Source: an optimization exercise on an open RTL-to-GDS flow (aim: small area and a short achievable clock period). Production flows keep margins and buffers that such runs may drop.
At most, simulation tests tie the RTL to the original design; equivalence was not proved.
No functional check of the RTL was part of run 7.
No activity file was given, so power comes from the tool's default toggle rates.

==> flow/design.v <==
`timescale 1ns/10ps
module store_lane_queue (
  input  logic                             clk,
  input  logic                             rst_n,
  input  logic                             addr_enq,
  input  logic [$clog2(64)-1:0] addr_idx,
  input  logic                             data_enq,
  input  logic [32-1:0]            data_elem,
  output logic                             addr_full,
  output logic                             data_full,
  output logic                             pair_req,
  output logic [$clog2(64)-1:0] head_idx,
  output logic [32-1:0]            head_elem,
  output logic                             deadlock_hit,
  input  logic                             pop
);
  localparam int IW = $clog2(64);
  logic [IW-1:0]         addr_q [4];
  logic [32-1:0] data_q [4];
  logic [1:0] addr_wp;
  logic [1:0] data_wp;
  logic [1:0] rp;
  logic [3:0] addr_th;    
  logic [3:0] data_th;
  logic       addr_empty;
  logic       data_empty;
  logic [5:0] dl_cnt;
  always_ff @(posedge clk) begin
    for (int e = 0; e < 4; e++) begin
      if (addr_enq && addr_wp == 2'(e)) addr_q[e] <= addr_idx;
      if (data_enq && data_wp == 2'(e)) data_q[e] <= data_elem;
    end
  end
  always_ff @(posedge clk or negedge rst_n) begin
    if (!rst_n) begin
      addr_wp  <= '0;
      data_wp  <= '0;
      rp       <= '0;
      addr_th  <= '0;
      data_th  <= '0;
    end else begin
      if (addr_enq) addr_wp <= addr_wp + 2'd1;
      if (data_enq) data_wp <= data_wp + 2'd1;
      if (pop)      rp      <= rp + 2'd1;
      if (addr_enq && !pop)      addr_th <= {addr_th[2:0], 1'b1};
      else if (!addr_enq && pop) addr_th <= {1'b0, addr_th[3:1]};
      if (data_enq && !pop)      data_th <= {data_th[2:0], 1'b1};
      else if (!data_enq && pop) data_th <= {1'b0, data_th[3:1]};
    end
  end
  assign addr_empty = !addr_th[0];
  assign data_empty = !data_th[0];
  assign addr_full  = addr_th[3];
  assign data_full  = data_th[3];
  assign pair_req   = !addr_empty && !data_empty;
  always_comb begin
    head_idx  = '0;
    head_elem = '0;
    for (int e = 0; e < 4; e++) begin
      head_idx  = head_idx  | (addr_q[e] & {IW{rp == 2'(e)}});
      head_elem = head_elem | (data_q[e] & {32{rp == 2'(e)}});
    end
  end
  always_ff @(posedge clk or negedge rst_n) begin
    if (!rst_n) begin
      dl_cnt <= '0;
    end else if (addr_empty ^ data_empty) begin
      if (!dl_cnt[5]) dl_cnt <= dl_cnt + 6'd1;
    end else begin
      dl_cnt <= '0;
    end
  end
  assign deadlock_hit = dl_cnt[5];
endmodule
`timescale 1ns/10ps
module scratchpad_array (
  input  logic                             clk,
  input  logic [7:0]                       wr_hi_n,
  input  logic [7:0]                       wr_lo_n,
  input  logic [32-1:0]            wr_elem,
  input  logic [$clog2(64)-1:0] rd_idx,
  output logic [32-1:0]            rd_elem
);
  localparam int EW = 32;
  logic [EW-1:0] mem [64];
  localparam int NC = 4;
  localparam int DG = EW / NC;
  logic [64-1:0] wl [NC];
  for (genvar c = 0; c < NC; c++) begin : g_wen
    logic [64-1:0] we;
    for (genvar w = 0; w < 64; w++) begin : g_we
      sp_nor2 we_i (.a(wr_hi_n[w/8]), .b(wr_lo_n[w%8]), .y(we[w]));
    end
    always_ff @(posedge clk) begin
      for (int w = 0; w < 64; w++)
        if (we[w]) mem[w][c*DG +: DG] <= wr_elem[c*DG +: DG];
    end
  end
  for (genvar c = 0; c < NC; c++) begin : g_dec
    logic [5:0] idx_n;
    logic [7:0] hi_n;
    logic [7:0] lo_n;
    for (genvar k = 0; k < 6; k++) begin : g_inv
      sp_inv inv_i (.a(rd_idx[k]), .y(idx_n[k]));
    end
    for (genvar i = 0; i < 8; i++) begin : g_pre
      sp_nand3 lo_i (
        .a(i[0] ? rd_idx[0] : idx_n[0]),
        .b(i[1] ? rd_idx[1] : idx_n[1]),
        .c(i[2] ? rd_idx[2] : idx_n[2]),
        .y(lo_n[i])
      );
      sp_nand3 hi_i (
        .a(i[0] ? rd_idx[3] : idx_n[3]),
        .b(i[1] ? rd_idx[4] : idx_n[4]),
        .c(i[2] ? rd_idx[5] : idx_n[5]),
        .y(hi_n[i])
      );
    end
    for (genvar w = 0; w < 64; w++) begin : g_wl
      sp_nor2 wl_i (.a(hi_n[w/8]), .b(lo_n[w%8]), .y(wl[c][w]));
    end
  end
  for (genvar b = 0; b < EW; b++) begin : g_bit
    logic [7:0]  t1;
    logic [3:0]  t2;
    for (genvar j = 0; j < 8; j++) begin : g_l1
      sp_ao8 g_i (
        .s(wl[b/DG][8*j +: 8]),
        .d({mem[8*j+7][b], mem[8*j+6][b], mem[8*j+5][b], mem[8*j+4][b],
            mem[8*j+3][b], mem[8*j+2][b], mem[8*j+1][b], mem[8*j][b]}),
        .y(t1[j])
      );
    end
    for (genvar j = 0; j < 4; j++) begin : g_l2
      sp_nor2 g_i (.a(t1[2*j]), .b(t1[2*j+1]), .y(t2[j]));
    end
    sp_nand4 g_l3 (.a(t2[0]), .b(t2[1]), .c(t2[2]), .d(t2[3]), .y(rd_elem[b]));
  end
endmodule
module sp_inv (input logic a, output logic y);
  assign y = ~a;
endmodule
module sp_nor2 (input logic a, input logic b, output logic y);
  assign y = ~(a | b);
endmodule
module sp_nand3 (input logic a, input logic b, input logic c, output logic y);
  assign y = ~(a & b & c);
endmodule
module sp_nand4 (input logic a, input logic b, input logic c, input logic d, output logic y);
  assign y = ~(a & b & c & d);
endmodule
module sp_ao8 (input logic [7:0] s, input logic [7:0] d, output logic y);
  assign y = |(s & d);
endmodule
`timescale 1ns/10ps
module error_latch (
  input  logic        clk,
  input  logic        rst_n,
  input  logic        tag_oob,
  input  logic        deadlock,
  output logic        error_valid,
  output logic [15:0] error_code
);
  logic [1:0] code;
  always_ff @(posedge clk or negedge rst_n) begin
    if (!rst_n) begin
      error_valid <= 1'b0;
      code        <= 2'd0;
    end else if (!error_valid && (tag_oob || deadlock)) begin
      error_valid <= 1'b1;
      code        <= tag_oob ? 2'd1 : 2'd2;
    end
  end
  assign error_code = {14'd0, code};
endmodule
`timescale 1ns/10ps
module scratchpad_mem (
  input  logic                            clk,
  input  logic                            rst_n,
  input  logic                            ld_addr_valid,
  output logic                            ld_addr_ready,
  input  logic [2+16-1:0] ld_addr_data,
  output logic                            ld_data_valid,
  input  logic                            ld_data_ready,
  output logic [2+32-1:0] ld_data_data,
  output logic                            ld_done_valid,
  input  logic                            ld_done_ready,
  output logic [2-1:0]            ld_done_data,
  input  logic                            st_addr_valid,
  output logic                            st_addr_ready,
  input  logic [2+16-1:0] st_addr_data,
  input  logic                            st_data_valid,
  output logic                            st_data_ready,
  input  logic [2+32-1:0] st_data_data,
  output logic                            st_done_valid,
  input  logic                            st_done_ready,
  output logic [2-1:0]            st_done_data,
  output logic                            error_valid,
  output logic [15:0]                     error_code
);
  localparam int IW = $clog2(64);
  localparam int NP = 3;
  localparam int EW = 32;
  logic [1:0]       ld_tag, sa_tag, sd_tag;
  logic             ld_ok, sa_ok, sd_ok;
  logic [NP-1:0]    addr_enq, data_enq, addr_full, data_full;
  logic [NP-1:0]    req, dl, pop, sel_oh;
  logic [IW-1:0]    head_idx  [NP];
  logic [EW-1:0]    head_elem [NP];
  logic [IW-1:0]    wr_idx;
  logic [EW-1:0]    wr_elem;
  logic [EW-1:0]    rd_elem;
  assign ld_tag        = ld_addr_data[17:16];
  assign ld_ok         = !(ld_tag[1] && ld_tag[0]);
  assign ld_addr_ready = ld_ok && ld_data_ready && ld_done_ready;
  assign ld_data_valid = ld_addr_valid && ld_ok && ld_done_ready;
  assign ld_done_valid = ld_addr_valid && ld_ok && ld_data_ready;
  assign ld_data_data  = {ld_tag, rd_elem};
  assign ld_done_data  = ld_tag;
  assign sa_tag = st_addr_data[17:16];
  assign sd_tag = st_data_data[33:32];
  assign sa_ok  = !(sa_tag[1] && sa_tag[0]);
  assign sd_ok  = !(sd_tag[1] && sd_tag[0]);
  assign st_addr_ready = sa_ok && !addr_full[sa_tag];
  assign st_data_ready = sd_ok && !data_full[sd_tag];
  for (genvar i = 0; i < NP; i++) begin : g_lane
    assign addr_enq[i] = st_addr_valid && (sa_tag == 2'(i)) && !addr_full[i];
    assign data_enq[i] = st_data_valid && (sd_tag == 2'(i)) && !data_full[i];
    store_lane_queue lane_i (
      .clk, .rst_n,
      .addr_enq(addr_enq[i]), .addr_idx(st_addr_data[IW-1:0]),
      .data_enq(data_enq[i]), .data_elem(st_data_data[EW-1:0]),
      .addr_full(addr_full[i]), .data_full(data_full[i]),
      .pair_req(req[i]), .head_idx(head_idx[i]), .head_elem(head_elem[i]),
      .deadlock_hit(dl[i]), .pop(pop[i])
    );
  end
  assign sel_oh[0] = req[0];
  assign sel_oh[1] = req[1] && !req[0];
  assign sel_oh[2] = req[2] && !req[1] && !req[0];
  assign st_done_valid = |req;
  assign st_done_data  = {sel_oh[2], sel_oh[1]};
  assign pop           = sel_oh & {NP{st_done_ready}};
  always_comb begin
    wr_idx  = '0;
    wr_elem = '0;
    for (int i = 0; i < NP; i++) begin
      wr_idx  = wr_idx  | (head_idx[i]  & {IW{sel_oh[i]}});
      wr_elem = wr_elem | (head_elem[i] & {EW{sel_oh[i]}});
    end
  end
  logic [7:0] wr_hi_n, wr_lo_n;
  logic       wr_go;
  assign wr_go = st_done_ready && (|req);
  for (genvar i = 0; i < 8; i++) begin : g_wdec
    assign wr_hi_n[i] = !(wr_idx[5:3] == 3'(i));
    assign wr_lo_n[i] = !(wr_go && (wr_idx[2:0] == 3'(i)));
  end
  scratchpad_array array_i (
    .clk, .wr_hi_n, .wr_lo_n, .wr_elem, .rd_idx(ld_addr_data[IW-1:0]), .rd_elem
  );
  error_latch error_i (
    .clk, .rst_n,
    .tag_oob((ld_addr_valid && !ld_ok) || (st_addr_valid && !sa_ok) || (st_data_valid && !sd_ok)),
    .deadlock(|dl), .error_valid, .error_code
  );
endmodule
==> flow/run.sh <==
#!/bin/bash
# synth_recipe.tcl (not shown) runs the flow's synth.tcl, then flattens the netlist and writes it again
# the make line also repeats each setting of config.mk as NAME=value (left out here)
make -C /OpenROAD-flow-scripts/flow DESIGN_CONFIG=/design/flow/config.mk WORK_HOME=/design/flow/orfs CLKGATE_MAP_FILE= SYNTH_SCRIPT=/design/flow/synth_recipe.tcl finish
==> flow/config.mk <==
export PLATFORM = sky130hd
export DESIGN_NAME = scratchpad_mem
export DESIGN_NICKNAME = scratchpad_mem
export VERILOG_FILES = /design/flow/design.v
export SDC_FILE = /design/flow/constraint.sdc
export NUM_CORES = 4
export LEC_CHECK = 0
export CAP_MARGIN = 20
export CORE_MARGIN = 2
export CORE_UTILIZATION = 40
export CTS_BUF_LIST = sky130_fd_sc_hd__clkbuf_8
export CTS_CLUSTER_DIAMETER = 60
export CTS_CLUSTER_SIZE = 16
export SETUP_SLACK_MARGIN = 1.1
export SLEW_MARGIN = 20
export SYNTH_HIERARCHICAL = 1
==> flow/constraint.sdc <==
create_clock -name core_clock -period 5.5 [get_ports {clk}]
set_input_delay 1.1000 -clock core_clock [delete_from_list [all_inputs] [get_ports {clk}]]
set_output_delay 1.1000 -clock core_clock [all_outputs]
set_load 0.01 [all_outputs]
==> results of run 1 <==
## cell usage after synthesis (3+ instances only)
library cell | instances | area share
nand4_1 | 295 | 0.020
xor2_1 | 9 | 0.00083
inv_1 | 53 | 0.0021
nand3b_1 | 6 | 0.00048
nand3_1 | 80 | 0.0042
dfrtp_1 | 63 | 0.017
a21oi_1 | 6 | 0.00032
or3_1 | 3 | 0.00020
o21ai_1 | 13 | 0.00069
o21ai_0 | 57 | 0.0030
a22o_1 | 6 | 0.00056
ha_1 | 48 | 0.0063
xnor2_1 | 12 | 0.0011
and2_1 | 40 | 0.0026
and3_1 | 3 | 0.00020
nand4b_1 | 6 | 0.00056
buf_2 | 33 | 0.0017
mux2i_1 | 17 | 0.0018
buf_4 | 34 | 0.0027
nand2_1 | 194 | 0.0077
nand2b_1 | 3 | 0.00020
buf_6 | 15 | 0.0018
a22oi_1 | 1288 | 0.10
nor2_1 | 646 | 0.026
edfxtp_1 | 2504 | 0.79
nor2b_1 | 5 | 0.00033
clkbuf_1 | 3 | 0.00012
## cell type report
| class | instances | area (µm²) | share of cell area |
|---|---|---|---|
| antenna | 14 | 35.0 | 0.000324 |
| multi-input combinational | 2766 | 20400 | 0.188 |
| tap | 3150 | 3940 | 0.0364 |
| inverter | 53 | 255 | 0.00236 |
| clock buffer | 187 | 2570 | 0.0238 |
| timing repair buffer | 381 | 3760 | 0.0348 |
| clock inverter | 65 | 458 | 0.00423 |
| sequential | 2567 | 76800 | 0.710 |
## modules after synthesis, one instance, submodules excluded
module	copies in the design	cells	cell area, µm²	flops+latches
error_latch	1	24	224	3
scratchpad_array	1	2048	61500	2048
scratchpad_mem	1	197	1170	0
sp_ao8	256	5	36.3	0
sp_inv	24	1	3.75	0
sp_nand3	64	1	5.00	0
sp_nand4	32	1	6.26	0
sp_nor2	640	1	3.75	0
store_lane_queue	3	383	6470	172
## power by group through the flow
stage | Clock, µW | Combinational [µW] | Sequential, µW
final | 9320 | 3500 | 21900
after global routing | 10100 | 3740 | 21900
after CTS | 9450 | 3440 | 21900
after detailed placement | 0 | 3270 | 22400
after global placement | 0 | 3200 | 22300
after floorplan | 0 | 1840 | 22300
## per-stage QoR
step	setup slack [ps]	instances
after floorplan	1180	5471
after global placement	7.11	8839
after detailed placement	-39.1	8843
after CTS	756	9136
after global routing	991	9175
final	1010	9183
## flip-flops by register name (all words and copies together), names as in the netlist, 6 cells and up
signal	cells
array_i.mem	2048
g_lane.lane_i.data_q	384
g_lane.lane_i.addr_q	72
g_lane.lane_i.dl_cnt	18
g_lane.lane_i.addr_th	12
g_lane.lane_i.data_th	12
g_lane.lane_i.addr_wp	6
g_lane.lane_i.data_wp	6
g_lane.lane_i.rp	6
## worst paths after layout
check                                            startpoint                          end  slack, ps
worst max-delay path                        ld_addr_data[4]             ld_data_data[22]       1010
worst min-delay path                                  rst_n          error_i.error_valid        270
worst max register to register       g_lane[2].lane_i.rp[0]          array_i.mem[21][14]       1270
worst min register to register  g_lane[1].lane_i.data_th[2]  g_lane[1].lane_i.data_th[2]        520
max in group asynchronous                             rst_n  g_lane[2].lane_i.addr_th[1]       4660
min in group core_clock         g_lane[1].lane_i.data_th[2]  g_lane[1].lane_i.data_th[2]        520
## cells by family after synthesis
group / synth area share
multiplexers: 0.00180
flip-flops: 0.812
AO/OA/AOI/OAI: 0.108
adder cells (fa/ha/maj): 0.00635
other: 0.0000396
AND/OR/NAND/NOR: 0.0624
XOR/XNOR: 0.00194
buffers and inverters: 0.00845
## layer usage
metal  share of wire  global-route usage  wire length [µm]  up-vias
met1            0.41               0.288            105000    27900
met4           0.029              0.0603              7440       26
met5         0.00066                   0               168        -
met3           0.084              0.0349             21500      425
met2            0.47               0.329            121000     2409
li1                -                   -                 -    23400
## repair_timing
| item | CTS | global route |
|---|---|---|
| gates resized for setup | 647 | 229 |
| endpoints found under the hold margin | 0 | 0 |
| buffers inserted | 29 | 31 |
| pin swaps | 90 | 123 |
| endpoints found under the setup margin | 32 | 58 |
| gates cloned | 12 | 0 |
==> flow_metrics.tcl, run 1 <==
set metrics [dict create \
    core.rowCount 178 \
    grtUsageTotal 0.205 \
    crit_chain "buf_8, buf_12, buf_12, clkinvlp_4, nand3_4, buf_4, nor2_4, a22oi_1, nand4_1, nor2_2, nand4_1, clkdlybuf4s15_2" \
    synth_cells 5458 \
    clockBufferDepth 3 \
    crit_cells 12 \
    cts_made_buffers 187 \
    start_util 0.402 \
    fin_tns_setup_ps 0 \
    final_core_util 0.460 \
    ir_worst_vdd_mv 0.349 \
    fp.dieH_um 490 \
    fin_crit_ps 4490 \
    drt-pass1-iter-count 6 \
    sequentialPowerShare 0.631 \
    dp_hpwl_um 151000 \
    period_share 0.816 \
    numClockSinks 2567 \
    powerDensity_nw_per_um2 321 \
    ys_ff_latch 2567 \
    area_growth_syn_to_layout_pct 14.4 \
    drive_above_1_share 0.193 \
    die_area_um2 240000 \
    ctsRootBufferMaster "clkbuf_8" \
    critPathSlowestCell "clkdlybuf4s15_2" \
    hold_viol 0 \
    synth_edf_count 2504 \
    p_int_uw 26000 \
    p_sw_frac 0.251 \
    start_kind "input pin" \
    total_power_uw 34700 \
    fmax_mhz 223 \
    avgSynthCellArea_um2 17.3 \
    ys_seq_area_frac 0.812 \
    synth.distinct_cells 39 \
    layout_common_cells "edfxtp_1 (2504), a22oi_1 (1139), nor2_1 (304), nand4_1 (295), buf_4 (219)" \
    antenna_left 0 \
    required_ps 4400 \
    grt_first_pass_wirelength_um 364000 \
    critPathCaptureType "primary output" \
    status "complete, no violations" \
    synth_warnings 17 \
    final_nets 6082 \
    clk_latency_ps 1040 \
    wl_per_cell_um 27.8 \
    cpPeakStageDelay_ps 280 \
    r2r_cells 9 \
    wl_um 255000 \
    cts.clk_slew.worst_paths_ps 90 \
    via_per_inst 5.89 \
    portBuffers 104 \
    final_area_um2 108000 \
    ys_async_sr_fraction 0.0245 \
    clock_power_share 0.268 \
    cp.buffers_inverters 6 \
    min_path_type "in2async" \
    fp.coreArea_um2 235000 \
    holdBufCountCts 0 \
    slew-limit-headroom 0.239 \
    drc_errors 0 \
    cp_max_fo 8 \
    rsz0062_at_grt "true" \
    pin_count 139 \
    net-switching-power_uw 8700 \
    crit_type "in2out" \
    antenna_found_initial 33 \
    setup_viol 0 \
    vias 54100 \
    first_iter_violations 6538 \
    finalClockSkew_ps 90.1 \
    dpl-instance-area_um2 101000 \
    maxCapViolations 0 \
    grt_max_degree 65 \
    slew_violations 0 \
    tightestPinTransition_ps 1140 \
    pwr-share-comb 0.101 \
    grt_pass1_vias 52800 \
    holdWs_ps 273 \
    tritoncts "built" \
    p_leak_uw 0.0318 \
    place.gp.congestion 0.849 \
    grt_overflow 0 \
    netlist_area_um2 94600 \
    ys.flop_type "edfxtp_1" \
    htree_num_levels 4 \
    layout_commonest_cell "edfxtp_1" \
    die_x_um 490 \
    arrival_ps 3390 \
    n_fill_cell 20100 \
    critPathTopFamily "buffers and inverters" \
]
==> run 2, diff against run 1 <==
--- a/flow/config.mk
+++ b/flow/config.mk
@@ -13,3 +13,3 @@
 export CTS_CLUSTER_SIZE = 16
-export SETUP_SLACK_MARGIN = 1.1
+export SETUP_SLACK_MARGIN = 1.5
 export SLEW_MARGIN = 20
==> run 2 against run 1 <==
Compared with the run above: die area unchanged; cell count is 0.47% higher; area after synthesis did not move.
==> flow_metrics.tcl, run 2 <==
set metrics [dict create \
    status "complete, no violations" \
    regMostFlops "array_i.mem" \
    largest_registers "array_i.mem x2048, g_lane.lane_i.data_q x384, g_lane.lane_i.addr_q x72" \
    drt-pass1-iter-count 6 \
    final_nets 6138 \
    pin_count 139 \
    ir_worst_vdd_mv 0.290 \
    fin_tns_setup_ps 0 \
    holdBufCountCts 0 \
    period_share 0.794 \
    synthTopCellsByCount "edfxtp_1 (2504), a22oi_1 (1288), nor2_1 (646), nand4_1 (295), nand2_1 (194)" \
    core.rowCount 178 \
    antenna_found_initial 24 \
    netlist_area_um2 94600 \
    yosysMostFrequentCell "edfxtp_1" \
    first_iter_violations 6191 \
    powerDensity_nw_per_um2 318 \
    synth_top_area_share 0.795 \
    antenna_left 0 \
    fp.dieH_um 490 \
    drive_above_1_share 0.236 \
    die_x_um 490 \
    numClockSinks 2567 \
    slew_violations 0 \
    hold_viol 0 \
    cp_max_fo 10 \
    clockBufferDepth 3 \
    grt_max_degree 65 \
    grt_first_pass_wirelength_um 363000 \
    ys.flop_type "edfxtp_1" \
    fin_crit_ps 4370 \
    setup_viol 0 \
    grt_pass1_vias 53400 \
    synth_area_leaders "edfxtp_1 (79%), a22oi_1 (10%), nor2_1 (2.6%)" \
    slew-limit-headroom 0.215 \
    grtUsageTotal 0.203 \
    fmax_mhz 229 \
    dp_hpwl_um 151000 \
    die_area_um2 240000 \
    critPathCaptureType "primary output" \
    via_per_inst 5.85 \
    avgSynthCellArea_um2 17.3 \
    ys_ff_latch 2567 \
    drc_errors 0 \
    start_kind "input pin" \
    layout_commonest_cell "edfxtp_1" \
    final_core_util 0.469 \
    wl_um 251000 \
    htree_num_levels 4 \
    p_leak_uw 0.0324 \
    start_util 0.402 \
    yosysTopAreaCell "edfxtp_1" \
    synth.distinct_cells 39 \
    vias 54000 \
    crit_type "in2out" \
    synth_edf_count 2504 \
    clk_latency_ps 1040 \
    tritoncts "built" \
    ys_seq_area_frac 0.812 \
    synth_cells 5458 \
    maxCapViolations 0 \
    synth_warnings 17 \
    fp.coreArea_um2 235000 \
    ys_async_sr_fraction 0.0245 \
    required_ps 4400 \
    grt_overflow 0 \
    place.gp.congestion 0.845 \
    area_growth_syn_to_layout_pct 16.5 \
    min_path_type "in2async" \
    ctsRootBufferMaster "clkbuf_8" \
    finalClockSkew_ps 84.0 \
    rsz0062_at_grt "true" \
    cts.clk_slew.worst_paths_ps 90 \
    layout_common_cells "edfxtp_1 (2504), a22oi_1 (1006), nand4_1 (295), a22oi_2 (283)" \
    wl_per_cell_um 27.2 \
    largest_reg_flops 2048 \
    tightestPinTransition_ps 1180 \
    portBuffers 104 \
    cts_made_buffers 190 \
    arrival_ps 3270 \
]
run 2: power by group:
group / total, µW / internal (µW) / switching, µW
sequential: 21900 / 21800 / 123
combinational: 3540 / 1050 / 2490
clock: 9610 / 3530 / 6080
total: 35000 / 26400 / 8690
run 2: layout make-up:
| type | instances | area [µm²] |
|---|---|---|
| tap | 3150 | 3940 |
| antenna | 4 | 10.0 |
| timing repair buffer | 434 | 4530 |
| sequential | 2567 | 76800 |
| clock buffer | 193 | 2660 |
| fill | 19800 | 125000 |
| inverter | 53 | 248 |
| clock inverter | 59 | 591 |
| multi-input combinational | 2766 | 21500 |
run 2: cell families after synthesis:
| logic type | Yosys count | share of synthesized area |
|---|---|---|
| AOI/OAI and AO/OA | 1377 | 0.108 |
| adders and majority gates | 48 | 0.00635 |
| DFF | 2567 | 0.812 |
| and+or+nand+nor | 1289 | 0.0624 |
| muxes | 17 | 0.00180 |
| buffers and inverters | 138 | 0.00845 |
| xor gates and xnor gates | 21 | 0.00194 |
| other | 1 | 0.0000396 |
run 2: worst paths after layout:
kind	start	end	slack [ps]	depth (start not counted)
worst min register to register	g_lane[2].lane_i.data_th[2]	g_lane[2].lane_i.data_th[2]	520	2
worst min-delay path	rst_n	g_lane[1].lane_i.dl_cnt[3]	300	2
min in group core_clock	g_lane[2].lane_i.data_th[2]	g_lane[2].lane_i.data_th[2]	520	2
worst max register to register	g_lane[2].lane_i.rp[0]	array_i.mem[13][30]	1670	9
worst max-delay path	ld_addr_data[3]	ld_data_data[12]	1130	12
max in group asynchronous	rst_n	g_lane[1].lane_i.rp[1]	4630	2
run 2: per-module statistics from Yosys (local to each module, per instance), excerpt:
module / flops+latches / area [µm²] / cells
sp_nand4: 0 / 6.26 / 1
sp_inv: 0 / 3.75 / 1
scratchpad_mem: 0 / 1170 / 197
store_lane_queue: 172 / 6470 / 383
sp_nor2: 0 / 3.75 / 1
sp_nand3: 0 / 5.00 / 1
sp_ao8: 0 / 36.3 / 5
run 2: routing by layer:
metal	routed length (µm)	up-vias	track usage
li1	-	23500	-
met1	104000	27700	0.287
met2	118000	2297	0.324
met3	20400	414	0.0331
met5	131	-	0
met4	8150	20	0.0642
run 2: what timing repair did:
action / CTS / global route
buffers inserted: 76 / 25
setup endpoints to repair: 1324 / 933
cloned: 9 / 0
pin swaps: 238 / 190
resized for setup: 1039 / 194
run 2: per-stage QoR:
stage	hold WS, ps	std cells	instance area (µm²)	setup slack, ps	total power [µW]
3_3_place_gp	491	8852	101000	12.4	25500
2_1_floorplan	471	5471	94600	2190	24200
6_report	299	9226	110000	1130	35000
4_1_cts	241	9192	109000	1160	35100
5_1_grt	315	9224	110000	1070	36200
3_5_place_dp	495	8855	101000	13.4	25600
run 2: critical path, stage by stage:
cell,delay (ps)
buf_16,130
buf_16,190
nand3_1,140
buf_6,170
nor2_1,80
buf_4,180
a22oi_1,240
nand4_1,190
nor2_1,180
buf_4,160
nand4_1,240
buf_2,240
==> run 3, diff against run 2 <==
--- a/flow/config.mk
+++ b/flow/config.mk
@@ -9,3 +9,3 @@
 export CORE_MARGIN = 2
-export CORE_UTILIZATION = 40
+export CORE_UTILIZATION = 50
 export CTS_BUF_LIST = sky130_fd_sc_hd__clkbuf_8
@@ -13,3 +13,3 @@
 export CTS_CLUSTER_SIZE = 16
-export SETUP_SLACK_MARGIN = 1.5
+export SETUP_SLACK_MARGIN = 1.2
 export SLEW_MARGIN = 20
==> run 3 against run 2 <==
Compared with the run above: largest cell class unchanged; combinational power fell by 2%; worst hold slack got worse by 1.6 ps; largest power group unchanged; still clean on timing, DRC and antenna; first-iteration DRC count rose by 2.7%.
==> flow_metrics.tcl, run 3 <==
set metrics [dict create \
    holdBufCountCts 0 \
    grt_first_pass_wirelength_um 352000 \
    setup_viol 0 \
    finalClockSkew_ps 60.6 \
    netlist_area_um2 94600 \
    cts_made_buffers 185 \
    antenna_left 0 \
    synth_edf_count 2504 \
    avgSynthCellArea_um2 17.3 \
    numClockSinks 2567 \
    r2r-start "g_lane[0].lane_i.rp[0]" \
    yosysMostFrequentCell "edfxtp_1" \
    core.rowCount 159 \
    crit_type "in2out" \
    drc_errors 0 \
    arrival_ps 3300 \
    ctsRootBufferMaster "clkbuf_8" \
    reg2reg_to "array_i.mem[4][16]" \
    required_ps 4400 \
    grt_max_degree 65 \
    die_area_um2 193000 \
    largest_reg_flops 2048 \
    clk_latency_ps 1000 \
    tritoncts "built" \
    cp-startpoint "ld_addr_data[1]" \
    clockBufferDepth 3 \
    tightestPinTransition_ps 1280 \
    die_x_um 439 \
    fmax_mhz 227 \
    synth_warnings 17 \
    largest_registers "array_i.mem x2048, g_lane.lane_i.data_q x384, g_lane.lane_i.addr_q x72" \
    powerDensity_nw_per_um2 321 \
    layout_common_cells "edfxtp_1 (2504), a22oi_1 (1122), nand4_1 (295), nor2_1 (252), nor2_2 (221)" \
    hold_viol 0 \
    start_util 0.504 \
    synth_cells 5458 \
    ys.flop_type "edfxtp_1" \
    regMostFlops "array_i.mem" \
    pin_count 139 \
    fp.coreArea_um2 188000 \
    register_area_um2 76800 \
    cts.clk_slew.worst_paths_ps 90 \
    final_core_util 0.576 \
    area_growth_syn_to_layout_pct 14.4 \
    wl_um 246000 \
    dp_hpwl_um 147000 \
    slew-limit-headroom 0.148 \
    htree_num_levels 4 \
    total_power_uw 34800 \
    vias 53300 \
    place.gp.congestion 0.838 \
    r2r_cells 10 \
    first_iter_violations 6356 \
    period_share 0.801 \
    fin_tns_setup_ps 0 \
    fp.dieH_um 439 \
    yosysTopAreaCell "edfxtp_1" \
    critPathCaptureType "primary output" \
    routed.top_layer "met5" \
    wl_met3_um 19500 \
    slew_violations 0 \
    grt_pass1_vias 51900 \
    p_leak_uw 0.0319 \
    wl_per_cell_um 28.9 \
    ys_async_sr_fraction 0.0245 \
    r2r_setup_slack_ps 1280 \
    drt-pass1-iter-count 8 \
    grtUsageTotal 0.251 \
    via_per_inst 6.26 \
    rsz0062_at_grt "true" \
    ir_worst_vdd_mv 0.253 \
    n_fill_cell 14100 \
    met2WireLength_um 118000 \
    start_kind "input pin" \
    cp_max_fo 8 \
    multi_input_area_um2 21000 \
    drive_above_1_share 0.208 \
    portBuffers 104 \
    synth_area_leaders "edfxtp_1 (79%), a22oi_1 (10%), nor2_1 (2.6%)" \
    status "complete, no violations" \
    fin_crit_ps 4400 \
    maxCapViolations 0 \
    ys_ff_latch 2567 \
    antenna_found_initial 16 \
    synth.distinct_cells 39 \
    cpPeakStageDelay_ps 260 \
    wl_met1_um 102000 \
    crit_chain "buf_12, buf_16, clkinvlp_4, nand3_4, buf_6, nor2_1, buf_6, a22oi_1, nand4_1, nor2_4, nand4_1, buf_2" \
    critPathSlowestCell "nand4_1" \
    ys_seq_area_frac 0.812 \
    synthTopCellsByCount "edfxtp_1 (2504), a22oi_1 (1288), nor2_1 (646), nand4_1 (295), nand2_1 (194)" \
    min_path_type "in2async" \
    layout_commonest_cell "edfxtp_1" \
    grt_overflow 0 \
    synth_top_area_share 0.795 \
    final_nets 6092 \
]
==> run 3: cell counts after synthesis <==
No cell type changed its count.
==> run 3: cells by family (layout without fill, tap and decap cells) <==
| kind of cell | Yosys count | count (layout) | share of synthesized area |
|---|---|---|---|
| flip-flops | 2567 | 2567 | 0.812 |
| AO/OA/AOI/OAI | 1377 | 1377 | 0.108 |
| XOR/XNOR | 21 | 21 | 0.00194 |
| adder cells (fa/ha/maj) | 48 | 48 | 0.00635 |
| buffers and inverters | 138 | 687 | 0.00845 |
| multiplexers | 17 | 17 | 0.00180 |
| AND/OR/NAND/NOR | 1289 | 1289 | 0.0624 |
| other | 1 | 19 | 0.0000396 |
==> run 3: cell type report <==
cell class | instances | area share
Inverter | 53 | 0.00243
Clock inverter | 50 | 0.00416
Sequential cell | 2567 | 0.709
Tap cell | 2495 | 0.0289
Clock buffer | 191 | 0.0243
Timing Repair Buffer | 393 | 0.0370
Antenna cell | 5 | 0.000116
Multi-Input combinational cell | 2766 | 0.194
==> run 3: per-stage QoR <==
| step | hold WS [ps] | std cells | setup slack, ps | area [µm²] |
|---|---|---|---|---|
| 3_3_place_gp | 488 | 8172 | 62.4 | 100000 |
| 5_1_grt | 317 | 8516 | 1060 | 108000 |
| 6_report | 298 | 8520 | 1100 | 108000 |
| 2_1_floorplan | 471 | 5471 | 1240 | 94600 |
| 3_5_place_dp | 496 | 8172 | 43.0 | 100000 |
| 4_1_cts | 233 | 8478 | 1110 | 107000 |
==> run 3: per-layer routing <==
layer,vias up,GRT usage
met1,27400,0.358
met3,357,0.0409
met4,18,0.0656
met2,2184,0.405
met5,-,0
li1,23400,-
==> run 3: worst max-delay path by stage <==
stage | end | slack, ps | cells past startpoint
2_1_floorplan | array_i.mem[0][0] | 1240 | 7
3_3_place_gp | ld_data_data[9] | 60 | 11
3_5_place_dp | ld_data_data[9] | 40 | 11
4_1_cts | ld_data_data[24] | 1110 | 12
5_1_grt | ld_data_data[30] | 1060 | 12
6_report | ld_data_data[29] | 1100 | 12
==> run 3: timing repair <==
action | CTS | global route
resized for setup | 854 | 239
gates cloned | 7 | 0
buffers inserted | 58 | 34
setup endpoints to repair | 118 | 544
pin swaps | 169 | 144
==> run 3: worst max-delay path: cells and delay by family <==
family,cells,cell delay (ps)
AND/OR/NAND/NOR,5,930
AO/OA/AOI/OAI,1,240
buffers and inverters,6,990
==> run 3: report_power, final <==
part | internal [µW] | leakage, µW | switching, µW
logic | 1010 | 0.00749 | 2470
registers | 21800 | 0.0228 | 121
clock network | 3510 | 0.00163 | 5870
total | 26300 | 0.0319 | 8460
==> run 3: Yosys stat by module, one instance, submodules excluded <==
module            cells inside  flip-flops and latches  area, µm²  copies in the design
scratchpad_mem             197                       0       1170                     1
sp_ao8                       5                       0       36.3                   256
sp_nand4                     1                       0       6.26                    32
sp_nand3                     1                       0       5.00                    64
sp_inv                       1                       0       3.75                    24
error_latch                 24                       3        224                     1
scratchpad_array          2048                    2048      61500                     1
store_lane_queue           383                     172       6470                     3
sp_nor2                      1                       0       3.75                   640
==> run 4, diff against run 3 <==
--- a/flow/config.mk
+++ b/flow/config.mk
@@ -9,3 +9,3 @@
 export CORE_MARGIN = 2
-export CORE_UTILIZATION = 50
+export CORE_UTILIZATION = 40
 export CTS_BUF_LIST = sky130_fd_sc_hd__clkbuf_8
@@ -13,2 +13,3 @@
 export CTS_CLUSTER_SIZE = 16
+export PLACE_DENSITY = 0.7
 export SETUP_SLACK_MARGIN = 1.2
==> run 4 against run 3 <==
Compared with the run above: power decreased by 0.93%; highest routed layer unchanged; non-clock buffer count increased by 26; cell count increased by 7.9%; critical path type unchanged.
==> flow_metrics.tcl, run 4 <==
set metrics [dict create \
    synth_edf_count 2504 \
    yosysMostFrequentCell "edfxtp_1" \
    cts_made_buffers 183 \
    crit_type "in2out" \
    min_path_type "in2async" \
    fp.dieH_um 490 \
    die_area_um2 240000 \
    holdBufCountCts 0 \
    tritoncts "built" \
    cpPeakStageDelay_ps 260 \
    vias 54600 \
    ctsRootBufferMaster "clkbuf_8" \
    maxCapViolations 0 \
    cp.buffers_inverters 7 \
    drt-pass1-iter-count 6 \
    sequentialPowerShare 0.636 \
    clockBufferDepth 3 \
    synth_cells 5458 \
    net-switching-power_uw 8370 \
    ys.flop_type "edfxtp_1" \
    crit_chain "buf_12, buf_16, buf_6, clkinvlp_4, nand3_4, buf_4, nor2_4, buf_6, a22oi_1, nand4_1, nor2_4, nand4_1, buf_2" \
    period_share 0.833 \
    r2r_cells 10 \
    dp_hpwl_um 147000 \
    r2r-start "g_lane[0].lane_i.rp[0]" \
    via_per_inst 5.94 \
    largest_reg_flops 2048 \
    clock_power_share 0.262 \
    layout_commonest_cell "edfxtp_1" \
    slew-limit-headroom 0.264 \
    antenna_left 0 \
    fmax_mhz 218 \
    n_fill_cell 19200 \
    critPathTopFamily "buffers and inverters" \
    layout_common_cells "edfxtp_1 (2504), a22oi_1 (1069), nand4_1 (295), nor2_1 (294), a22oi_2 (220)" \
    tightestPinTransition_ps 1100 \
    portBuffers 104 \
    grt_overflow 0 \
    regMostFlops "array_i.mem" \
    grtUsageTotal 0.195 \
    avgSynthCellArea_um2 17.3 \
    slew_violations 0 \
    grt_first_pass_wirelength_um 351000 \
    clk_latency_ps 1030 \
    grt_max_degree 65 \
    wl_per_cell_um 26.6 \
    arrival_ps 3480 \
    dpl-instance-area_um2 101000 \
    worst_slack_ps 919 \
    ys_async_sr_fraction 0.0245 \
    start_kind "input pin" \
    reg2reg_to "array_i.mem[46][8]" \
    fp.coreArea_um2 235000 \
    ir_worst_vdd_mv 0.193 \
    fin_crit_ps 4580 \
    setup_viol 0 \
    post-place-ws_ps 44.8 \
    numClockSinks 2567 \
    final_area_um2 110000 \
    cp_max_fo 7 \
    place.gp.congestion 0.856 \
    synth_warnings 17 \
    start_util 0.402 \
    ys_ff_latch 2567 \
    pwr-share-comb 0.102 \
    hold_viol 0 \
    cts.clk_slew.worst_paths_ps 100 \
    required_ps 4400 \
    yosysTopAreaCell "edfxtp_1" \
    pin_count 139 \
    core.rowCount 178 \
    rsz0062_at_grt "true" \
    netlist_area_um2 94600 \
    synth_area_leaders "edfxtp_1 (79%), a22oi_1 (10%), nor2_1 (2.6%)" \
    first_iter_violations 7145 \
    area_growth_syn_to_layout_pct 16.0 \
    fin_tns_setup_ps 0 \
    critPathSlowestCell "nand4_1" \
    p_int_uw 26100 \
    final_nets 6116 \
    p_sw_frac 0.243 \
    holdWs_ps 300 \
    grt_pass1_vias 53300 \
    synth_top_area_share 0.795 \
    drive_above_1_share 0.213 \
    synth.distinct_cells 39 \
    critPathCaptureType "primary output" \
    htree_num_levels 4 \
    r2r_setup_slack_ps 1400 \
    antenna_found_initial 28 \
    status "complete, no violations" \
    synthTopCellsByCount "edfxtp_1 (2504), a22oi_1 (1288), nor2_1 (646), nand4_1 (295), nand2_1 (194)" \
    drc_errors 0 \
    ys_seq_area_frac 0.812 \
    die_x_um 490 \
    total_power_uw 34400 \
    powerDensity_nw_per_um2 314 \
    register_area_um2 76800 \
    multi_input_area_um2 21400 \
    largest_registers "array_i.mem x2048, g_lane.lane_i.data_q x384, g_lane.lane_i.addr_q x72" \
    wl_um 245000 \
    finalClockSkew_ps 68.7 \
    p_leak_uw 0.0321 \
]
==> run 4: cell counts after synthesis <==
No cell type changed its count.
==> run 4: what timing repair did <==
| item | 4_1_cts | 5_1_grt |
|---|---|---|
| gates resized for setup | 845 | 361 |
| buffers inserted | 64 | 74 |
| gates cloned | 8 | 0 |
| pin swaps | 143 | 213 |
| endpoints found under the setup margin | 34 | 135 |
==> run 4: metal layers <==
layer | routed length (µm) | vias up | track usage | part of all wire
met3 | 22800 | 499 | 0.0383 | 0.093
met4 | 9920 | 22 | 0.0760 | 0.041
met2 | 119000 | 2817 | 0.318 | 0.49
met1 | 93000 | 27800 | 0.258 | 0.38
met5 | 126 | - | 0 | 0.00051
li1 | - | 23400 | - | -
==> run 4: cell families (layout without fill, tap and decap cells) <==
| logic type | after synthesis | in the layout | synth area share |
|---|---|---|---|
| AO/OA/AOI/OAI | 1377 | 1377 | 0.108 |
| XOR/XNOR | 21 | 21 | 0.00194 |
| adder cells (fa/ha/maj) | 48 | 48 | 0.00635 |
| buffers and inverters | 138 | 698 | 0.00845 |
| flip-flops | 2567 | 2567 | 0.812 |
| multiplexers | 17 | 17 | 0.00180 |
| other | 1 | 22 | 0.0000396 |
| AND/OR/NAND/NOR | 1289 | 1289 | 0.0624 |
==> run 4: final cells by class <==
cell class / count / area share
timing repair buffer: 419 / 0.0408
tap: 3150 / 0.0359
sequential: 2567 / 0.700
clock buffer: 188 / 0.0236
antenna: 8 / 0.000182
multi-input combinational: 2766 / 0.195
clock inverter: 38 / 0.00269
inverter: 53 / 0.00236
==> run 4: worst register-to-register path, stage by stage, from the launching register on <==
cell     delay [ps]
dfrtp_1         440
inv_1           110
ha_2            250
buf_4           460
a22oi_1         130
nand2_1         100
inv_1            50
a22oi_1         570
nand3_4         570
buf_12          420
nor2_1          650
==> run 4: per-module statistics from Yosys, one instance, submodules excluded <==
module / times used / cells / flops+latches
scratchpad_mem: 1 / 197 / 0
sp_ao8: 256 / 5 / 0
sp_nor2: 640 / 1 / 0
store_lane_queue: 3 / 383 / 172
sp_nand3: 64 / 1 / 0
sp_inv: 24 / 1 / 0
sp_nand4: 32 / 1 / 0
scratchpad_array: 1 / 2048 / 2048
error_latch: 1 / 24 / 3
==> run 4: worst max path at each step <==
stage	to	slack, ps	from	cells after the start
final	ld_data_data[16]	920	ld_addr_data[2]	13
after global routing	ld_data_data[16]	880	ld_addr_data[2]	13
after CTS	ld_data_data[0]	900	ld_addr_data[3]	13
after detailed placement	ld_data_data[0]	40	ld_addr_data[2]	11
after global placement	ld_data_data[1]	140	ld_addr_data[0]	11
after floorplan	array_i.mem[0][0]	1240	g_lane[1].lane_i.rp[0]	7
==> run 4: power groups by stage <==
stage | clock network (µW) | registers (µW) | logic (µW)
floorplan | 0 | 22300 | 1840
global placement | 0 | 22300 | 3110
detailed placement | 0 | 22400 | 3180
CTS | 9080 | 21900 | 3380
global route | 9740 | 21900 | 3770
finish | 9010 | 21900 | 3520
==> run 4: stage by stage <==
step,util,std cells
4_1_cts,0.457,9103
3_3_place_gp,0.429,8803
2_1_floorplan,-,5471
5_1_grt,0.467,9187
6_report,0.467,9189
3_5_place_dp,0.429,8805
==> run 5, diff against run 4 <==
--- a/flow/config.mk
+++ b/flow/config.mk
@@ -13,3 +13,2 @@
 export CTS_CLUSTER_SIZE = 16
-export PLACE_DENSITY = 0.7
 export SETUP_SLACK_MARGIN = 1.2
==> run 5 against run 4 <==
Compared with the run above: first-iteration DRC count fell by 11%; area after synthesis did not move; sequential power barely moved; critical path type unchanged; still clean; via count fell by 1.7%; synthesized cell count did not move; global-route usage rose by 0.92 points; worst setup slack improved by 200 ps; critical path depth fell by 2; routed wire length rose by 2.9%; cell count fell by 0.33%; flip-flop and latch count did not move; final area fell by 1.1%.
==> flow_metrics.tcl, run 5 <==
set metrics [dict create \
    htree_num_levels 4 \
    vias 53600 \
    place.gp.congestion 0.833 \
    cp.buffers_inverters 5 \
    fp.coreArea_um2 235000 \
    first_iter_violations 6366 \
    synth_top_area_share 0.795 \
    min_path_type "in2async" \
    synth_area_leaders "edfxtp_1 (79%), a22oi_1 (10%), nor2_1 (2.6%)" \
    arrival_ps 3280 \
    net-switching-power_uw 8650 \
    period_share 0.796 \
    clockBufferDepth 3 \
    maxCapViolations 0 \
    numClockSinks 2567 \
    largest_reg_flops 2048 \
    setup_viol 0 \
    worst_slack_ps 1120 \
    synth.distinct_cells 39 \
    core.rowCount 178 \
    status "complete, no violations" \
    holdBufCountCts 0 \
    required_ps 4400 \
    ys.flop_type "edfxtp_1" \
    cp_max_fo 8 \
    portBuffers 104 \
    p_leak_uw 0.0318 \
    p_sw_frac 0.247 \
    pwr-share-comb 0.100 \
    ys_ff_latch 2567 \
    wl_um 252000 \
    fmax_mhz 229 \
    synthTopCellsByCount "edfxtp_1 (2504), a22oi_1 (1288), nor2_1 (646), nand4_1 (295), nand2_1 (194)" \
    ys_async_sr_fraction 0.0245 \
    drive_above_1_share 0.198 \
    regMostFlops "array_i.mem" \
    grt_max_degree 65 \
    pin_count 139 \
    clk_latency_ps 990 \
    grt_first_pass_wirelength_um 363000 \
    critPathSlowestCell "bufbuf_16" \
    yosysMostFrequentCell "edfxtp_1" \
    antenna_left 0 \
    yosysTopAreaCell "edfxtp_1" \
    via_per_inst 5.86 \
    area_growth_syn_to_layout_pct 14.7 \
    tritoncts "built" \
    critPathCaptureType "primary output" \
    rsz0062_at_grt "true" \
    post-place-ws_ps 134 \
    synth_cells 5458 \
    crit_chain "buf_6, bufbuf_16, nand3_1, buf_4, nor2_4, a22oi_2, nand4_1, nor2_4, buf_4, nand4_1, clkbuf_2" \
    start_kind "input pin" \
    p_int_uw 26400 \
    die_x_um 490 \
    fin_tns_setup_ps 0 \
    synth_warnings 17 \
    final_nets 6054 \
    antenna_found_initial 37 \
    cts.clk_slew.worst_paths_ps 100 \
    start_util 0.402 \
    synth_edf_count 2504 \
    drc_errors 0 \
    finalClockSkew_ps 76.7 \
    drt-pass1-iter-count 5 \
    powerDensity_nw_per_um2 323 \
    crit_type "in2out" \
    avgSynthCellArea_um2 17.3 \
    ctsRootBufferMaster "clkbuf_8" \
    ir_worst_vdd_mv 0.243 \
    grtUsageTotal 0.204 \
    layout_commonest_cell "edfxtp_1" \
    wl_per_cell_um 27.5 \
    cts_made_buffers 189 \
    hold_viol 0 \
    largest_registers "array_i.mem x2048, g_lane.lane_i.data_q x384, g_lane.lane_i.addr_q x72" \
    final_core_util 0.461 \
    die_area_um2 240000 \
    netlist_area_um2 94600 \
    layout_common_cells "edfxtp_1 (2504), a22oi_1 (1100), nor2_1 (300), nand4_1 (295), clkbuf_8 (195)" \
    fp.dieH_um 490 \
    ys_seq_area_frac 0.812 \
    sequentialPowerShare 0.625 \
    cpPeakStageDelay_ps 300 \
    slew-limit-headroom 0.205 \
    clock_power_share 0.275 \
    grt_overflow 0 \
    tightestPinTransition_ps 1190 \
    slew_violations 0 \
    fin_crit_ps 4380 \
    dp_hpwl_um 148000 \
    grt_pass1_vias 53000 \
    critPathTopFamily "buffers and inverters" \
]
[run 5: worst paths after layout]
| check | cells past startpoint | startpoint | slack [ps] | endpoint |
|---|---|---|---|---|
| worst max register to register | 9 | g_lane[1].lane_i.rp[1] | 1420 | array_i.mem[36][12] |
| min in group core_clock | 2 | g_lane[2].lane_i.data_th[1] | 510 | g_lane[2].lane_i.data_th[1] |
| worst min-delay path | 2 | rst_n | 290 | g_lane[0].lane_i.data_th[0] |
| max in group asynchronous | 2 | rst_n | 4640 | g_lane[0].lane_i.dl_cnt[2] |
| worst max-delay path | 11 | ld_addr_data[0] | 1120 | ld_data_data[28] |
| worst min register to register | 2 | g_lane[2].lane_i.data_th[1] | 510 | g_lane[2].lane_i.data_th[1] |
[run 5: cell type report]
type,count,area (µm²)
Multi-Input combinational cell,2766,20700
Clock buffer,195,2680
Antenna cell,16,40.0
Fill cell,19900,127000
Timing Repair Buffer,351,3600
Inverter,53,248
Clock inverter,61,548
Tap cell,3150,3940
Sequential cell,2567,76800
[run 5: timing repair]
item | CTS | global route
gates cloned | 10 | 0
endpoints found under the setup margin | 33 | 38
setup buffers | 39 | 25
pin swaps | 161 | 142
resized for setup | 810 | 179
[run 5: logic make-up (layout without fill, tap and decap cells)]
kind of cell | after synthesis | in the layout | synth area share
DFF | 2567 | 2567 | 0.812
buffers and inverters | 138 | 660 | 0.00845
AOI/OAI and AO/OA | 1377 | 1377 | 0.108
and+or+nand+nor | 1289 | 1289 | 0.0624
xor gates and xnor gates | 21 | 21 | 0.00194
muxes | 17 | 17 | 0.00180
adders and majority gates | 48 | 48 | 0.00635
other | 1 | 30 | 0.0000396
[run 5: power by group through the flow]
stage | Combinational [µW] | Clock [µW] | Sequential, µW
floorplan | 1840 | 0 | 22300
global placement | 3200 | 0 | 22300
detailed placement | 3250 | 0 | 22400
CTS | 3450 | 9770 | 21900
global route | 3760 | 10400 | 21900
finish | 3500 | 9620 | 21900
[run 5: layer usage]
layer,track usage,wire [µm],up-vias
met3,0.0349,20200,424
met1,0.283,103000,27600
met4,0.0712,8500,24
met2,0.326,120000,2227
li1,-,-,23300
met5,0,154,-
[run 5: modules after synthesis, one instance, submodules excluded]
| module | cell area, µm² | flops+latches | times used | cells inside |
|---|---|---|---|---|
| sp_ao8 | 36.3 | 0 | 256 | 5 |
| sp_nand4 | 6.26 | 0 | 32 | 1 |
| sp_inv | 3.75 | 0 | 24 | 1 |
| store_lane_queue | 6470 | 172 | 3 | 383 |
| sp_nor2 | 3.75 | 0 | 640 | 1 |
| scratchpad_array | 61500 | 2048 | 1 | 2048 |
| scratchpad_mem | 1170 | 0 | 1 | 197 |
| error_latch | 224 | 3 | 1 | 24 |
| sp_nand3 | 5.00 | 0 | 64 | 1 |
[run 5: stage by stage]
| stage | total power, µW | std cells | area, µm² | hold slack, ps |
|---|---|---|---|---|
| detailed placement | 25600 | 8811 | 101000 | 507 |
| global route | 36100 | 9155 | 109000 | 301 |
| finish | 35000 | 9159 | 109000 | 290 |
| floorplan | 24200 | 5471 | 94600 | 471 |
| global placement | 25500 | 8808 | 101000 | 488 |
| CTS | 35100 | 9116 | 108000 | 225 |
==> run 6, diff against run 5 <==
--- a/flow/config.mk
+++ b/flow/config.mk
@@ -12,3 +12,3 @@
 export CTS_CLUSTER_DIAMETER = 60
-export CTS_CLUSTER_SIZE = 16
+export CTS_CLUSTER_SIZE = 18
 export SETUP_SLACK_MARGIN = 1.2
==> run 6 against run 5 <==
Compared with the run above: critical path type unchanged; combinational power about the same; sequential share of layout area decreased by 0.28 points; power decreased by 0.77%; count of clock-buffer cells in the layout decreased by 15; global-route usage increased by 0.055 points; via count increased by 0.19%; die area unchanged; cell count increased by 0.44%; routed wire length increased by 0.26%; critical path depth increased by 2.
==> flow_metrics.tcl, run 6 <==
set metrics [dict create \
    n_fill_cell 19900 \
    cp-startpoint "ld_addr_data[2]" \
    r2r_setup_slack_ps 1370 \
    crit_chain "buf_8, buf_12, inv_1, nand3_2, buf_6, nor2_4, buf_6, buf_6, a22oi_2, nand4_1, nor2_2, nand4_1, buf_2" \
    dpl-instance-area_um2 101000 \
    r2r-start "g_lane[1].lane_i.rp[0]" \
    fp.coreArea_um2 235000 \
    cpMostUsedCell "buf_6" \
    ys_async_sr_fraction 0.0245 \
    worst_slack_ps 1140 \
    cp_max_fo 7 \
    pin_count 139 \
    dp_hpwl_um 148000 \
    arrival_ps 3260 \
    synthTopCellsByCount "edfxtp_1 (2504), a22oi_1 (1288), nor2_1 (646), nand4_1 (295), nand2_1 (194)" \
    avgSynthCellArea_um2 17.3 \
    crit_type "in2out" \
    slew-limit-headroom 0.193 \
    yosysMostFrequentCell "edfxtp_1" \
    drc_errors 0 \
    cpPeakStageDelay_ps 230 \
    die_x_um 490 \
    ys.flop_type "edfxtp_1" \
    ir_worst_vdd_mv 0.252 \
    tightestPinTransition_ps 1210 \
    status "complete, no violations" \
    start_util 0.402 \
    antenna_left 0 \
    holdBufCountCts 0 \
    post-place-ws_ps 134 \
    critPathSlowestCell "nand4_1" \
    reg2reg_to "array_i.mem[57][21]" \
    fmax_mhz 229 \
    finalNonFillerCells 9199 \
    vias 53700 \
    portBuffers 104 \
    min_path_type "in2async" \
    wl_per_cell_um 27.4 \
    core.rowCount 178 \
    fin_tns_setup_ps 0 \
    drive_above_1_share 0.204 \
    place.gp.congestion 0.833 \
    layout_commonest_cell "edfxtp_1" \
    htree_num_levels 4 \
    multi_input_area_um2 20900 \
    synth_top_area_share 0.795 \
    finalClockSkew_ps 73.7 \
    required_ps 4400 \
    largest_registers "array_i.mem x2048, g_lane.lane_i.data_q x384, g_lane.lane_i.addr_q x72" \
    synth_edf_count 2504 \
    fp.dieH_um 490 \
    hold_viol 0 \
    drt-pass1-iter-count 5 \
    netlist_area_um2 94600 \
    powerDensity_nw_per_um2 319 \
    synth_area_leaders "edfxtp_1 (79%), a22oi_1 (10%), nor2_1 (2.6%)" \
    largest_reg_flops 2048 \
    cts.clk_slew.worst_paths_ps 120 \
    regMostFlops "array_i.mem" \
    ctsRootBufferMaster "clkbuf_8" \
    clk_latency_ps 1010 \
    synth_cells 5458 \
    antenna_found_initial 35 \
    clockBufferDepth 3 \
    tritoncts "built" \
    grtUsageTotal 0.205 \
    final_nets 6076 \
    die_area_um2 240000 \
    fin_crit_ps 4360 \
    final_area_um2 109000 \
    maxCapViolations 0 \
    setup_viol 0 \
    grt_pass1_vias 52900 \
    critPathCaptureType "primary output" \
    grt_first_pass_wirelength_um 363000 \
    rsz0062_at_grt "true" \
    first_iter_violations 6369 \
    p_leak_uw 0.0320 \
    synth.distinct_cells 39 \
    ys_seq_area_frac 0.812 \
    r2r_cells 9 \
    register_area_um2 76800 \
    wl_um 252000 \
    start_kind "input pin" \
    grt_max_degree 65 \
    period_share 0.793 \
    placedCellCount 8811 \
    layout_common_cells "edfxtp_1 (2504), a22oi_1 (1087), nor2_1 (297), nand4_1 (295), a22oi_2 (202)" \
    area_growth_syn_to_layout_pct 15.2 \
    via_per_inst 5.84 \
    grt_overflow 0 \
    cts_made_buffers 174 \
    slew_violations 0 \
    numClockSinks 2567 \
    yosysTopAreaCell "edfxtp_1" \
    holdWs_ps 299 \
    synth_warnings 17 \
    ys_ff_latch 2567 \
]
run 6: cell count changes in the layout (fill, tap and decap cells not counted), moves of 6 or more:
cell | before | now
a22oi_1 | 1100 | 1087
a22oi_2 | 189 | 202
buf_12 | 28 | 37
buf_4 | 171 | 191
buf_6 | 33 | 40
clkbuf_8 | 195 | 180
diode_2 | 16 | 22
nor2_2 | 188 | 175
nor2_4 | 158 | 174
run 6: modules after synthesis (local to each module, per instance):
module,cell area (µm²),copies in the design
store_lane_queue,6470,3
sp_nor2,3.75,640
sp_nand4,6.26,32
error_latch,224,1
scratchpad_array,61500,1
scratchpad_mem,1170,1
sp_inv,3.75,24
sp_ao8,36.3,256
sp_nand3,5.00,64
run 6: kinds of logic (layout without fill, tap and decap cells):
family | after synthesis | count (layout) | share of synthesized area
flops | 2567 | 2567 | 0.812
compound gates | 1377 | 1377 | 0.108
simple gates | 1289 | 1289 | 0.0624
buf+inv | 138 | 694 | 0.00845
fa+ha+maj | 48 | 48 | 0.00635
xor+xnor | 21 | 21 | 0.00194
mux | 17 | 17 | 0.00180
other cells | 1 | 36 | 0.0000396
run 6: cell type report:
class | count | area share
diodes | 22 | 0.000505
clock buffers | 180 | 0.0227
clock inverters | 73 | 0.00537
inverters | 53 | 0.00220
multi-input cells | 2766 | 0.192
flip-flops and latches | 2567 | 0.704
well taps | 3150 | 0.0362
repair buffers | 388 | 0.0369
run 6: worst max-delay path by stage:
stage	cells after the start	to	slack, ps
after detailed placement	11	ld_data_data[28]	130
after CTS	11	ld_data_data[28]	750
after global placement	11	ld_data_data[28]	120
final	13	ld_data_data[31]	1140
after floorplan	7	array_i.mem[0][0]	1240
after global routing	13	ld_data_data[31]	1100
run 6: worst max-delay path, delay by kind of cell:
kind | cells | cell delay [ps]
AOI/OAI and AO/OA | 1 | 180
and+or+nand+nor | 5 | 880
buffers and inverters | 7 | 1060
run 6: what timing repair did:
item | in CTS | in global routing
pin swaps | 155 | 143
endpoints found under the setup margin | 32 | 35
resized for setup | 840 | 198
gates cloned | 11 | 0
setup buffers | 63 | 37
hold endpoints to repair | 0 | 0
run 6: report_power, final:
part	switching (µW)	leakage (µW)	internal, µW
Combinational	2490	0.00754	1030
Sequential	124	0.0228	21800
Clock	6030	0.00164	3290
Total	8640	0.0320	26100
run 6: metal layers:
| metal | track usage | vias up | part of all wire |
|---|---|---|---|
| met5 | 0 | - | 0.00058 |
| met4 | 0.0719 | 24 | 0.035 |
| met3 | 0.0336 | 428 | 0.080 |
| met2 | 0.327 | 2297 | 0.47 |
| met1 | 0.284 | 27600 | 0.41 |
| li1 | - | 23400 | - |
run 6: per-stage QoR:
step / utilization / power (µW)
detailed placement: 0.430 / 25600
global route: 0.463 / 35900
global placement: 0.429 / 25500
finish: 0.463 / 34700
CTS: 0.458 / 34800
floorplan: - / 24200
==> run 7, diff against run 6 <==
--- a/flow/design.v
+++ b/flow/design.v
@@ -87,3 +87,4 @@
   localparam int DG = EW / NC;
-  logic [64-1:0] wl [NC];
+  logic [7:0] rd_lo [NC];
+  logic [7:0] rd_hi [NC];
   for (genvar c = 0; c < NC; c++) begin : g_wen
@@ -100,4 +101,2 @@
     logic [5:0] idx_n;
-    logic [7:0] hi_n;
-    logic [7:0] lo_n;
     for (genvar k = 0; k < 6; k++) begin : g_inv
@@ -106,17 +105,14 @@
     for (genvar i = 0; i < 8; i++) begin : g_pre
-      sp_nand3 lo_i (
-        .a(i[0] ? rd_idx[0] : idx_n[0]),
-        .b(i[1] ? rd_idx[1] : idx_n[1]),
-        .c(i[2] ? rd_idx[2] : idx_n[2]),
-        .y(lo_n[i])
+      sp_nor3 lo_i (
+        .a(i[0] ? idx_n[0] : rd_idx[0]),
+        .b(i[1] ? idx_n[1] : rd_idx[1]),
+        .c(i[2] ? idx_n[2] : rd_idx[2]),
+        .y(rd_lo[c][i])
       );
-      sp_nand3 hi_i (
-        .a(i[0] ? rd_idx[3] : idx_n[3]),
-        .b(i[1] ? rd_idx[4] : idx_n[4]),
-        .c(i[2] ? rd_idx[5] : idx_n[5]),
-        .y(hi_n[i])
+      sp_nor3 hi_i (
+        .a(i[0] ? idx_n[3] : rd_idx[3]),
+        .b(i[1] ? idx_n[4] : rd_idx[4]),
+        .c(i[2] ? idx_n[5] : rd_idx[5]),
+        .y(rd_hi[c][i])
       );
-    end
-    for (genvar w = 0; w < 64; w++) begin : g_wl
-      sp_nor2 wl_i (.a(hi_n[w/8]), .b(lo_n[w%8]), .y(wl[c][w]));
     end
@@ -125,6 +121,5 @@
     logic [7:0]  t1;
-    logic [3:0]  t2;
     for (genvar j = 0; j < 8; j++) begin : g_l1
       sp_ao8 g_i (
-        .s(wl[b/DG][8*j +: 8]),
+        .s(rd_lo[b/DG]),
         .d({mem[8*j+7][b], mem[8*j+6][b], mem[8*j+5][b], mem[8*j+4][b],
@@ -134,6 +129,3 @@
     end
-    for (genvar j = 0; j < 4; j++) begin : g_l2
-      sp_nor2 g_i (.a(t1[2*j]), .b(t1[2*j+1]), .y(t2[j]));
-    end
-    sp_nand4 g_l3 (.a(t2[0]), .b(t2[1]), .c(t2[2]), .d(t2[3]), .y(rd_elem[b]));
+    sp_ao8 g_l2 (.s(rd_hi[b/DG]), .d(t1), .y(rd_elem[b]));
   end
@@ -145,2 +137,5 @@
   assign y = ~(a | b);
+endmodule
+module sp_nor3 (input logic a, input logic b, input logic c, output logic y);
+  assign y = ~(a | b | c);
 endmodule
--- a/flow/config.mk
+++ b/flow/config.mk
@@ -12,4 +12,4 @@
 export CTS_CLUSTER_DIAMETER = 60
-export CTS_CLUSTER_SIZE = 18
-export SETUP_SLACK_MARGIN = 1.2
+export CTS_CLUSTER_SIZE = 16
+export SETUP_SLACK_MARGIN = 1.5
 export SLEW_MARGIN = 20
==> run 7 against run 6 <==
Compared with the run above: flip-flop and latch count unchanged; maximum frequency fell by 0.52%; via count is 2.8% higher; critical endpoint is now ld_data_data[23]; area after synthesis shrank 0.16%; cell count decreased by 1.5%; worst setup slack got worse by 23 ps.
==> flow_metrics.tcl, run 7 <==
set metrics [dict create \
    drc_errors 0 \
    grt_pass1_vias 54000 \
    period_share 0.798 \
    area_growth_syn_to_layout_pct 18.3 \
    cts_made_buffers 186 \
    grt_overflow 0 \
    drt-pass1-iter-count 6 \
    tritoncts "built" \
    r2r-start "g_lane[1].lane_i.data_th[0]" \
    via_per_inst 6.10 \
    numClockSinks 2567 \
    ir_worst_vdd_mv 0.226 \
    grt_max_degree 65 \
    die_x_um 490 \
    start_util 0.402 \
    p_leak_uw 0.0333 \
    fp.dieH_um 490 \
    synth.distinct_cells 40 \
    layout_commonest_cell "edfxtp_1" \
    slew_violations 0 \
    wl_per_cell_um 30.7 \
    tightestPinTransition_ps 1290 \
    critPathCaptureType "primary output" \
    netlist_area_um2 94400 \
    ys_async_sr_fraction 0.0245 \
    status "complete, no violations" \
    finalClockSkew_ps 80.9 \
    core.rowCount 178 \
    fp.coreArea_um2 235000 \
    min_path_type "in2async" \
    rsz0062_at_grt "true" \
    antenna_left 0 \
    yosysTopAreaCell "edfxtp_1" \
    setup_viol 0 \
    synth_warnings 18 \
    yosysMostFrequentCell "edfxtp_1" \
    cp_max_fo 8 \
    hold_viol 0 \
    synth_edf_count 2504 \
    fin_tns_setup_ps 0 \
    dp_hpwl_um 141000 \
    synth_top_area_share 0.796 \
    grtUsageTotal 0.220 \
    synth_area_leaders "edfxtp_1 (80%), a22oi_1 (11%), nand4_1 (2.0%)" \
    finalNonFillerCells 9058 \
    ys_ff_latch 2567 \
    start_kind "input pin" \
    ys.flop_type "edfxtp_1" \
    slew-limit-headroom 0.137 \
    cts.clk_slew.worst_paths_ps 100 \
    portBuffers 104 \
    r2r_setup_slack_ps 1510 \
    largest_registers "array_i.mem x2048, g_lane.lane_i.data_q x384, g_lane.lane_i.addr_q x72" \
    wl_um 278000 \
    largest_reg_flops 2048 \
    vias 55200 \
    layout_common_cells "edfxtp_1 (2504), a22oi_1 (1028), a22oi_2 (389), nand4_1 (295), nand2_1 (194)" \
    synthTopCellsByCount "edfxtp_1 (2504), a22oi_1 (1416), nand4_1 (295), nor2_1 (262), nand2_1 (194)" \
    regMostFlops "array_i.mem" \
    drive_above_1_share 0.236 \
    holdBufCountCts 0 \
    arrival_ps 3290 \
    maxCapViolations 0 \
    clockBufferDepth 3 \
    pin_count 139 \
    placedCellCount 8579 \
    final_nets 5957 \
    ctsRootBufferMaster "clkbuf_8" \
    htree_num_levels 4 \
    reg2reg_to "array_i.mem[17][14]" \
    fin_crit_ps 4390 \
    fmax_mhz 228 \
    required_ps 4400 \
    synth_cells 5202 \
    antenna_found_initial 32 \
    crit_type "in2out" \
    r2r_cells 9 \
    powerDensity_nw_per_um2 320 \
    first_iter_violations 6735 \
    place.gp.congestion 0.819 \
    die_area_um2 240000 \
    clk_latency_ps 1010 \
    ys_seq_area_frac 0.813 \
    avgSynthCellArea_um2 18.2 \
    grt_first_pass_wirelength_um 386000 \
]
## run 7: per-module statistics from Yosys, one instance, submodules excluded
module,copies in the design,flops+latches
error_latch,1,3
sp_inv,24,0
scratchpad_mem,1,0
store_lane_queue,3,172
sp_ao8,288,0
sp_nor2,256,0
sp_nor3,64,0
scratchpad_array,1,2048
## run 7: cell type report
type	instances	area (µm²)
clock buffers	189	2600
well taps	3150	3940
repair buffers	513	7230
inverters	53	244
clock inverters	61	524
fillers	19400	123000
flip-flops and latches	2567	76800
diodes	15	37.5
multi-input cells	2510	20300
## run 7: kinds of logic (layout without fill, tap and decap cells)
group	after synthesis	count (layout)	synth area share
XOR/XNOR	21	21	0.00195
flip-flops	2567	2567	0.813
AND/OR/NAND/NOR	905	905	0.0506
multiplexers	17	17	0.00180
other	1	29	0.0000397
buffers and inverters	138	816	0.00855
AO/OA/AOI/OAI	1505	1505	0.118
adder cells (fa/ha/maj)	48	48	0.00636
## run 7: how the worst max path moves through the flow
stage / start / end
final: ld_addr_data[0] / ld_data_data[23]
after global routing: ld_addr_data[0] / ld_data_data[23]
after CTS: ld_addr_data[1] / ld_data_data[5]
after detailed placement: ld_addr_data[0] / ld_data_data[5]
after global placement: ld_addr_data[0] / ld_data_data[5]
after floorplan: ld_addr_data[0] / ld_data_data[0]
## run 7: where the power goes
group          switching (µW)  total, µW  internal [µW]
combinational            2930       4310           1380
sequential                130      21900          21800
clock                    6000       9460           3460
## run 7: what timing repair did
action                     in CTS  in global routing
pin swaps                     244                203
setup buffers                  87                 27
gates cloned                   69                 26
gates resized for setup       623                330
setup endpoints to repair    1060               1372
## run 7: routing by layer
metal  GRT usage  wire length (µm)  share of wire
met4      0.0770              9350          0.034
met3      0.0471             27700          0.099
met5           0               124        0.00045
met1       0.300            110000           0.40
met2       0.348            131000           0.47
## run 7: worst max-delay path, stage by stage
cell and delay (ps):
buf_16 140, clkinvlp_4 120, buf_12 120, nor3_4 40, buf_12 140, buf_12 150, buf_16 150, a22oi_1 220
nand4_1 240, a22oi_1 340, nand4_1 270, buf_2 230
## run 7: stage by stage
stage                     utilization  hold slack [ps]  setup slack (ps)  total power [µW]  instance area, µm²
after floorplan                     -              471              1330             24500               94700
after global placement          0.432              491               356             26000              101000
after detailed placement        0.432              507               317             26100              101000
after CTS                       0.466              221              1200             35600              109000
after global routing            0.475              302              1100             36700              112000
final                           0.475              275              1110             35700              112000

==> re-timing with driven ports <==
In the flow no input, the clock included, has a driving cell. The finished layouts below were timed again as built, in two steps.
Step 1 (the two cells are an assumption about what drives the block):
set clk [get_ports {clk}]
set_driving_cell -lib_cell sky130_fd_sc_hd__clkbuf_16 $clk
set_driving_cell -lib_cell sky130_fd_sc_hd__buf_2 [delete_from_list [all_inputs] $clk]
Step 2 adds t to the input delays and takes it off the output delays; t is the mean of the earliest and latest rising clock arrival at the registers after step 1. Input paths then give back, and output paths get back, about the clock's delay inside the block.
a / b / c = no drivers / after step 1 / after step 2; a / b = the first two.
run	shift t [ns]	setup slack, ns	worst setup path after step 2	slew at the worst register clock pin (ns)	worst slew at a driven data input, ns
run 1	1.084	1.012 / 0.954 / 0.930	input to register	0.11 / 0.11	0.20
run 2	1.081	1.133 / 1.060 / 1.060	input to output	0.11 / 0.11	0.21
run 3	1.046	1.096 / 1.036 / 1.036	input to output	0.11 / 0.11	0.16
run 4	1.075	0.919 / 0.859 / 0.859	input to output	0.11 / 0.11	0.19
run 5	1.040	1.124 / 1.069 / 1.069	input to output	0.11 / 0.11	0.21
run 6	1.055	1.136 / 1.081 / 1.081	input to output	0.12 / 0.12	0.22
run 7	1.054	1.113 / 0.923 / 0.923	input to output	0.11 / 0.11	0.35
After both steps every run listed still meets setup and hold. The setup slack of run 7, which loses most, moves by -0.190 ns with the drivers and by -0.190 ns with both steps.
